From an optimization exercise on the open Yosys and OpenROAD flow, aimed at small area; shortcuts taken in it are not production practice. Only simulation tests tie the RTL to the original design; equivalence was not proved. Power is estimated from default activity; no workload was simulated.

==> inputs of xenon <==
// rnd_refill_buffer
module rnd_refill_buffer #(
  parameter int RND   = 680,
  parameter int DEPTH = 2
) (
  input  logic                         clk,
  input  logic                         nrst,
  input  logic                         flush,
  input  logic                         in_valid,
  output logic                         in_ready,
  input  logic [RND-1:0]               in_rnd,
  output logic                         out_valid,
  input  logic                         out_ready,
  output logic [RND-1:0]               out_rnd,
  output logic [$clog2(DEPTH+1)-1:0]   level,
  output logic [7:0]                   starve_cnt
);
  logic [RND-1:0] r_head;
  logic [1:0]     r_level;
  logic           r_out_valid;
  logic [7:0]     r_starve_cnt;
  logic           w_space;
  logic           w_push;
  logic           w_pop;
  logic           w_take;
  logic           w_tail_in;
  logic           w_tail_keep;
  ...
==> module rnd_refill_buffer, before the edit <==
module rnd_refill_buffer #(
  parameter int RND   = 680,
  parameter int DEPTH = 2
) (
  input  logic                         clk,
  input  logic                         nrst,
  input  logic                         flush,
  input  logic                         in_valid,
  output logic                         in_ready,
  input  logic [RND-1:0]               in_rnd,
  output logic                         out_valid,
  input  logic                         out_ready,
  output logic [RND-1:0]               out_rnd,
  output logic [$clog2(DEPTH+1)-1:0]   level,
  output logic [7:0]                   starve_cnt
);
  logic [RND-1:0] r_head;
  logic [1:0]     r_level;
  logic           r_out_valid;
  logic [7:0]     r_starve_cnt;
  logic           w_space;
  logic           w_push;
  logic           w_pop;
  logic           w_take;
  logic           w_tail_in;
  logic           w_tail_keep;
  logic           w_head_ld;
  logic           w_head_keep;
  logic [1:0]     w_level_nxt;
  assign w_space  = !r_level[1] && !flush;
  assign in_ready = nrst && w_space;
  assign w_push   = in_valid && w_space;
  assign w_pop    = r_out_valid && out_ready && !flush;
  assign w_take      = r_out_valid && out_ready;
  assign w_tail_keep = r_level[1];
  assign w_tail_in   = !w_tail_keep;
  assign w_head_ld   = w_take || (r_level == 2'd0);
  assign w_head_keep = !w_head_ld;
  rnd_refill_buffer_dp #(
    .RND (RND)
  ) u_dp (
    .clk       (clk),
    .in_rnd    (in_rnd),
    .tail_in   (w_tail_in),
    .tail_keep (w_tail_keep),
    .head_ld   (w_head_ld),
    .head_keep (w_head_keep),
    .head      (r_head)
  );
  always_comb begin
    w_level_nxt = r_level;
    if (flush)
      w_level_nxt = 2'd0;
    else if (w_push && !w_pop)
      w_level_nxt = r_level + 2'd1;
    else if (!w_push && w_pop)
      w_level_nxt = r_level - 2'd1;
  end
  always_ff @(posedge clk or negedge nrst) begin
    if (!nrst) begin
      r_level     <= 2'd0;
      r_out_valid <= 1'b0;
    end else begin
      r_level <= w_level_nxt;
      if (flush)
        r_out_valid <= 1'b0;
      else if (r_out_valid)
        r_out_valid <= (w_level_nxt != 2'd0);
      else
        r_out_valid <= (w_level_nxt == 2'd2);
    end
  end
  always_ff @(posedge clk or negedge nrst) begin
    if (!nrst)
      r_starve_cnt <= '0;
    else if (out_ready && !r_out_valid && !flush && (r_starve_cnt != 8'hFF))
      r_starve_cnt <= r_starve_cnt + 8'd1;
  end
  assign out_valid  = r_out_valid;
  assign out_rnd    = r_head;
  assign level      = r_level;
  assign starve_cnt = r_starve_cnt;
endmodule
==> module rnd_refill_buffer_dp, before the edit <==
module rnd_refill_buffer_dp #(
  parameter int RND = 680
) (
  input  logic           clk,
  input  logic [RND-1:0] in_rnd,
  input  logic           tail_in,
  input  logic           tail_keep,
  input  logic           head_ld,
  input  logic           head_keep,
  output logic [RND-1:0] head
);
  logic [RND-1:0] r_head;
  logic [RND-1:0] r_tail;
  logic [RND-1:0] w_tail_nxt;
  logic [RND-1:0] w_head_nxt;
  assign w_tail_nxt = (in_rnd & {RND{tail_in}}) | (r_tail & {RND{tail_keep}});
  assign w_head_nxt = (w_tail_nxt & {RND{head_ld}}) | (r_head & {RND{head_keep}});
  always_ff @(posedge clk) begin
    r_tail <= w_tail_nxt;
    r_head <= w_head_nxt;
  end
  assign head = r_head;
endmodule
export LEC_CHECK = 0
export ABC_AREA = 1
export CAP_MARGIN = 20
export CORE_AREA = 70 70 350 350
export DIE_AREA = 0 0 420 420
export SLEW_MARGIN = 20
export SYNTH_HIERARCHICAL = 1
create_clock -name core_clock -period 5.0 [get_ports {clk}]
standard.sh (not shown) runs the stock make flow with config.mk's settings and CLKGATE_MAP_FILE= SYNTH_SCRIPT=/design/flow/synth_recipe.tcl, a recipe that flattens the netlist after the stock synthesis.
==> flow/flow/run.sh <==
#!/bin/bash
# The standard layout with three changes in how the layout is made:
#  - after the standard synthesis, flow/remap.py remaps combinational cells
#    of the netlist: NAND2-NAND2 AND-OR triples become one a22o_1, and mux2
#    cells of any drive become mux2_1 (registers are left untouched);
#  - every input and output port is buffered with buf_1 instead of the
#    buffer buffer_ports picks by default;
#  - CTS without dummy loads and with larger sink clusters.
set -euo pipefail
cd "$(dirname "$0")/.."
RES=orfs/results/$FLOW_PLATFORM/rnd_refill_buffer/base
export BUFFER_PORTS_ARGS="-buffer_cell sky130_fd_sc_hd__buf_1"
export CTS_ARGS="-sink_clustering_enable -repair_clock_nets -dont_use_dummy_load -sink_clustering_size 25 -sink_clustering_max_diameter 100"
bash standard.sh "$PWD/$RES/1_2_yosys.v" > flow_synth.log 2>&1 || { tail -50 flow_synth.log; exit 1; }
cp "$RES/1_2_yosys.v" "$RES/1_2_yosys.standard.v"
python3 flow/remap.py "$RES/1_2_yosys.v" > flow_remap.log 2>&1 || { cat flow_remap.log; exit 1; }
bash standard.sh > flow_layout.log 2>&1 || { tail -50 flow_layout.log; exit 1; }
tail -5 flow_layout.log
==> flow/flow/remap.py <==
#!/usr/bin/env python3
"""Post-synthesis cell remapping of a Yosys gate-level netlist (in place).

Only combinational cells change; every register keeps its name and cell.
  * NAND2(NAND2(a, b), NAND2(c, d)), where both inner NAND2s drive nothing
    else, becomes one a22o_1: (a & b) | (c & d).
  * mux2 cells of any drive strength become mux2_1 (same function and pins).
"""
import re
import sys
from collections import Counter

P = "sky130_fd_sc_hd__"
path = sys.argv[1]
text = open(path).read()

cell_re = re.compile(r"^  (" + P + r"\w+) (\S+) \((.*?)\n  \);\n", re.M | re.S)
pin_re = re.compile(r"\.(\w+)\(([^()]*?(?:\[\d+\])?\s?)\)")


def pins_of(body):
    """Pin -> net as written (an escaped name keeps its closing space)."""
    return {m.group(1): m.group(2) for m in pin_re.finditer(body)}


cells = []
for m in cell_re.finditer(text):
    cells.append({"type": m.group(1), "name": m.group(2), "span": m.span(),
                  "pins": pins_of(m.group(3))})

OUT_PINS = {"X", "Y", "Q", "Q_N", "HI", "LO", "COUT", "SUM"}
driver = {}
uses = Counter()
for i, c in enumerate(cells):
    for p, n in c["pins"].items():
        n = n.strip()
        if p in OUT_PINS:
            driver[n] = i
        else:
            uses[n] += 1
# Nets read by assign statements, and the module's outputs, count as extra uses.
for line in re.findall(r"^\s*assign (.*);$", text, re.M):
    for tok in re.findall(r"\\\S+ |[A-Za-z_][\w$]*(?:\[\d+\])?", line):
        uses[tok.strip()] += 1
outputs = set()
for decl in re.findall(r"^\s*output (.*);$", text, re.M):
    outputs.update(re.findall(r"[A-Za-z_][\w$]*", re.sub(r"\[[^]]*\]", "", decl)))
for n in list(driver):
    if n.split("[")[0] in outputs:
        uses[n] += 1

is_nand2 = lambda c: re.fullmatch(P + r"nand2_\d+", c["type"]) is not None
drop = set()
new = {}
for i, c in enumerate(cells):
    if not is_nand2(c) or i in drop:
        continue
    ins = [c["pins"][p].strip() for p in "AB"]
    inner = [driver.get(n) for n in ins]
    if any(j is None or j in drop or j in new or j == i or not is_nand2(cells[j])
           for j in inner):
        continue
    if inner[0] == inner[1] or any(uses[n] != 1 for n in ins):
        continue
    a, b = (cells[inner[0]]["pins"][p] for p in "AB")
    d, e = (cells[inner[1]]["pins"][p] for p in "AB")
    drop.update(inner)
    new[i] = (f"  {P}a22o_1 {c['name']} (\n    .A1({a}),\n    .A2({b}),\n"
              f"    .B1({d}),\n    .B2({e}),\n    .X({c['pins']['Y']})\n  );\n")

out = []
pos = 0
for i, c in enumerate(cells):
    s, t = c["span"]
    out.append(text[pos:s])
    if i in drop:
        pass
    elif i in new:
        out.append(new[i])
    else:
        out.append(re.sub(r"^  " + P + r"mux2_\d+ ", "  " + P + "mux2_1 ",
                          text[s:t]))
    pos = t
out.append(text[pos:])
open(path, "w").write("".join(out))
print(f"remap: {len(new)} NAND2 triples -> a22o_1")
==> onyx (differences from xenon) <==
==> flow/design.v (replaced) <==
`default_nettype none
module rnd_refill_buffer #(
  parameter int RND   = 680,
  parameter int DEPTH = 2
) (
  input  logic                         clk,
  input  logic                         nrst,
  input  logic                         flush,
  input  logic                         in_valid,
  output logic                         in_ready,
  input  logic [RND-1:0]               in_rnd,
  output logic                         out_valid,
  input  logic                         out_ready,
  output logic [RND-1:0]               out_rnd,
  output logic [$clog2(DEPTH+1)-1:0]   level,
  output logic [7:0]                   starve_cnt
);
  logic [RND-1:0] r_head;
  logic [RND-1:0] r_tail;
  logic [RND-1:0] w_tail_nxt;
  logic [1:0]     r_level;
  logic           r_out_valid;
  logic [7:0]     r_starve_cnt;
  logic           w_space;
  logic           w_push;
  logic           w_pop;
  logic           w_ld_tail;
  logic           w_ld_head;
  logic [1:0]     w_level_nxt;
  assign w_space  = !r_level[1] && !flush;
  assign in_ready = nrst && w_space;
  assign w_push   = in_valid && w_space;
  assign w_pop    = r_out_valid && out_ready && !flush;
  assign w_ld_tail = !r_level[1];
  assign w_ld_head = (r_out_valid && out_ready) || (r_level == 2'd0);
  assign w_tail_nxt = w_ld_tail ? in_rnd : r_tail;
  always_ff @(posedge clk) begin
    r_tail <= w_tail_nxt;
    if (w_ld_head)
      r_head <= w_tail_nxt;
  end
  always_comb begin
    w_level_nxt = r_level;
    if (flush)
      w_level_nxt = 2'd0;
    else if (w_push && !w_pop)
      w_level_nxt = r_level + 2'd1;
    else if (!w_push && w_pop)
      w_level_nxt = r_level - 2'd1;
  end
  always_ff @(posedge clk or negedge nrst) begin
    if (!nrst) begin
      r_level     <= 2'd0;
      r_out_valid <= 1'b0;
    end else begin
      r_level <= w_level_nxt;
      if (flush)
        r_out_valid <= 1'b0;
      else if (r_out_valid)
        r_out_valid <= (w_level_nxt != 2'd0);
      else
        r_out_valid <= (w_level_nxt == 2'd2);
    end
  end
  always_ff @(posedge clk or negedge nrst) begin
    if (!nrst)
      r_starve_cnt <= '0;
    else if (out_ready && !r_out_valid && !flush && (r_starve_cnt != 8'hFF))
      r_starve_cnt <= r_starve_cnt + 8'd1;
  end
  assign out_valid  = r_out_valid;
  assign out_rnd    = r_head;
  assign level      = r_level;
  assign starve_cnt = r_starve_cnt;
endmodule
`default_nettype wire
--- a/flow/config.mk
+++ b/flow/config.mk
@@ -7,7 +7,6 @@
 export LEC_CHECK = 0
 export ABC_AREA = 1
 export CAP_MARGIN = 20
-export CORE_AREA = 70 70 350 350
+export CORE_AREA = 10 10 410 410
 export DIE_AREA = 0 0 420 420
 export SLEW_MARGIN = 20
-export SYNTH_HIERARCHICAL = 1
==> raven (differences from xenon) <==
--- a/flow/config.mk
+++ b/flow/config.mk
@@ -6,8 +6,8 @@
 export NUM_CORES = 4
 export LEC_CHECK = 0
 export ABC_AREA = 1
-export CAP_MARGIN = 20
-export CORE_AREA = 70 70 350 350
+export CAP_MARGIN = 0
+export CORE_AREA = 10 10 410 410
 export DIE_AREA = 0 0 420 420
-export SLEW_MARGIN = 20
+export SLEW_MARGIN = 0
 export SYNTH_HIERARCHICAL = 1
==> cedar (differences from xenon) <==
==> flow/design.v (replaced) <==
`default_nettype none
module rnd_refill_buffer #(
  parameter int RND   = 680,
  parameter int DEPTH = 2
) (
  input  logic                         clk,
  input  logic                         nrst,
  input  logic                         flush,
  input  logic                         in_valid,
  output logic                         in_ready,
  input  logic [RND-1:0]               in_rnd,
  output logic                         out_valid,
  input  logic                         out_ready,
  output logic [RND-1:0]               out_rnd,
  output logic [$clog2(DEPTH+1)-1:0]   level,
  output logic [7:0]                   starve_cnt
);
  logic [RND-1:0] r_head;
  logic [RND-1:0] r_tail;
  logic [RND-1:0] w_tail_nxt;
  logic [1:0]     r_level;
  logic           r_out_valid;
  logic [7:0]     r_starve_cnt;
  logic           w_space;
  logic           w_push;
  logic           w_pop;
  logic           w_ld_tail;
  logic           w_ld_head;
  logic [1:0]     w_level_nxt;
  assign w_space  = !r_level[1] && !flush;
  assign in_ready = nrst && w_space;
  assign w_push   = in_valid && w_space;
  assign w_pop    = r_out_valid && out_ready && !flush;
  assign w_ld_tail = !r_level[1];
  assign w_ld_head = (r_out_valid && out_ready) || (r_level == 2'd0);
  assign w_tail_nxt = w_ld_tail ? in_rnd : r_tail;
  always_ff @(posedge clk) begin
    r_tail <= w_tail_nxt;
    if (w_ld_head)
      r_head <= w_tail_nxt;
  end
  always_comb begin
    w_level_nxt = r_level;
    if (flush)
      w_level_nxt = 2'd0;
    else if (w_push && !w_pop)
      w_level_nxt = r_level + 2'd1;
    else if (!w_push && w_pop)
      w_level_nxt = r_level - 2'd1;
  end
  always_ff @(posedge clk or negedge nrst) begin
    if (!nrst) begin
      r_level     <= 2'd0;
      r_out_valid <= 1'b0;
    end else begin
      r_level <= w_level_nxt;
      if (flush)
        r_out_valid <= 1'b0;
      else if (r_out_valid)
        r_out_valid <= (w_level_nxt != 2'd0);
      else
        r_out_valid <= (w_level_nxt == 2'd2);
    end
  end
  always_ff @(posedge clk or negedge nrst) begin
    if (!nrst)
      r_starve_cnt <= '0;
    else if (out_ready && !r_out_valid && !flush && (r_starve_cnt != 8'hFF))
      r_starve_cnt <= r_starve_cnt + 8'd1;
  end
  assign out_valid  = r_out_valid;
  assign out_rnd    = r_head;
  assign level      = r_level;
  assign starve_cnt = r_starve_cnt;
endmodule
`default_nettype wire
==> flow/flow/run.sh (replaced) <==
#!/bin/bash
# The standard layout with three changes in how the layout is made:
#  - the synthesised netlist's mux2_2/mux2_4 cells are swapped for mux2_1
#    (same function and pins, smaller drive; repair_design fixes any slew);
#  - every input and output port is buffered with buf_1 instead of the
#    buffer buffer_ports picks by default;
#  - CTS without dummy loads and with larger sink clusters.
set -euo pipefail
cd "$(dirname "$0")/.."
RES=orfs/results/$FLOW_PLATFORM/rnd_refill_buffer/base
export BUFFER_PORTS_ARGS="-buffer_cell sky130_fd_sc_hd__buf_1"
export CTS_ARGS="-sink_clustering_enable -repair_clock_nets -dont_use_dummy_load -sink_clustering_size 30 -sink_clustering_max_diameter 100"
bash standard.sh "$PWD/$RES/1_2_yosys.v" > flow_synth.log 2>&1 || { tail -50 flow_synth.log; exit 1; }
sed -i -E 's/\bsky130_fd_sc_hd__mux2_(2|4|8)\b/sky130_fd_sc_hd__mux2_1/' "$RES/1_2_yosys.v"
bash standard.sh > flow_layout.log 2>&1 || { tail -50 flow_layout.log; exit 1; }
tail -5 flow_layout.log
--- a/flow/config.mk
+++ b/flow/config.mk
@@ -7,7 +7,6 @@
 export LEC_CHECK = 0
 export ABC_AREA = 1
 export CAP_MARGIN = 20
-export CORE_AREA = 70 70 350 350
+export CORE_AREA = 10 10 410 410
 export DIE_AREA = 0 0 420 420
 export SLEW_MARGIN = 20
-export SYNTH_HIERARCHICAL = 1
removed: flow/flow/remap.py
==> qor summary <==
item                                                                            raven                    xenon                     onyx                    cedar
Clock buffer count in the final layout                                             68                       60                       68                       56
Mean post-synth cell area                                                  13.4 sq um               13.4 sq um               18.3 sq um               11.9 sq um
Final Skew                                                                  0.0777 ns                0.0275 ns                0.0896 ns                0.0537 ns
Share of the clock period used by the worst path                                0.630                    0.697                    0.656                    0.618
Final-layout non-clock buffer area share                                        0.113                    0.114                    0.111                    0.108
Netlist area before placement                                             41700 sq um              41700 sq um              41500 sq um              43200 sq um
Outcome                                                       complete, no violations  complete, no violations  complete, no violations  complete, no violations
Setup slack on the worst flop-to-flop path                                    1.85 ns                  1.71 ns                  1.79 ns                  1.91 ns
Site Rows                                                                         146                      102                      146                      146
CP Depth                                                                            5                        3                        3                        5
Seq pwr                                                                       14.7 mW                  14.5 mW                  15.1 mW                  14.9 mW
Worst setup slack before clock tree synthesis                                 1.91 ns                  1.70 ns                  1.79 ns                  1.78 ns
Detail Route met3 WL                                                         22300 um                 47500 um                 17400 um                 14300 um
Clock insertion delay at the later pin of the skew report                     0.68 ns                  0.67 ns                  0.70 ns                  0.70 ns
Worst hold slack after final layout                                          0.343 ns                 0.296 ns                 0.435 ns                 0.340 ns
Starting density of the core                                                    0.263                    0.538                    0.261                    0.272
Dpl cells                                                                        6283                     5244                     5605                     6971
Peak per-stage delay on the critical path                                     0.61 ns                  0.53 ns                  0.72 ns                  0.88 ns
Internal power contribution                                                   18.3 mW                  17.9 mW                  17.9 mW                  17.2 mW
Maximum number of pins on one net before global-route repair                      184                      214                      163                      189
Worst Path Max Fanout                                                             173                      203                       53                      142
Total global-route track usage                                                  0.202                    0.292                    0.171                    0.165

## separate check: timing with driven ports
How much do the figures lean on ideal ports? The routed layouts below were timed once more, with nothing changed but the port constraints.
Step 1 sets driving cells, clkbuf_16 on the clock port and buf_2 on the other inputs (assumed; they add their load-dependent delay and slew).
Step 2, shift: input delay + t, output delay - t, t = (earliest + latest rising clock arrival at the registers) / 2. This alone moves slack from input paths to output paths.
a / b / c = no drivers / after step 1 / after step 2; a / b = the first two.
run | shift t [ns] | setup WS [ns] | hold WS [ns] | worst register clock-pin slew, ns
xenon | 0.749 | 1.517 / 1.423 / 1.612 | 0.296 / 0.309 / 0.480 | 0.10 / 0.10
onyx | 0.697 | 1.721 / 1.660 / 1.714 | 0.435 / 0.473 / 0.473 | 0.10 / 0.10
raven | 0.730 | 1.851 / 1.851 / 1.801 | 0.343 / 0.288 / 0.470 | 0.10 / 0.10
cedar | 0.727 | 1.908 / 1.908 / 1.908 | 0.340 / 0.293 / 0.448 | 0.12 / 0.12
After both steps every run listed still meets setup and hold. The setup slack of raven, which loses most, moves by 0.000 ns with the drivers and by -0.050 ns with both steps.
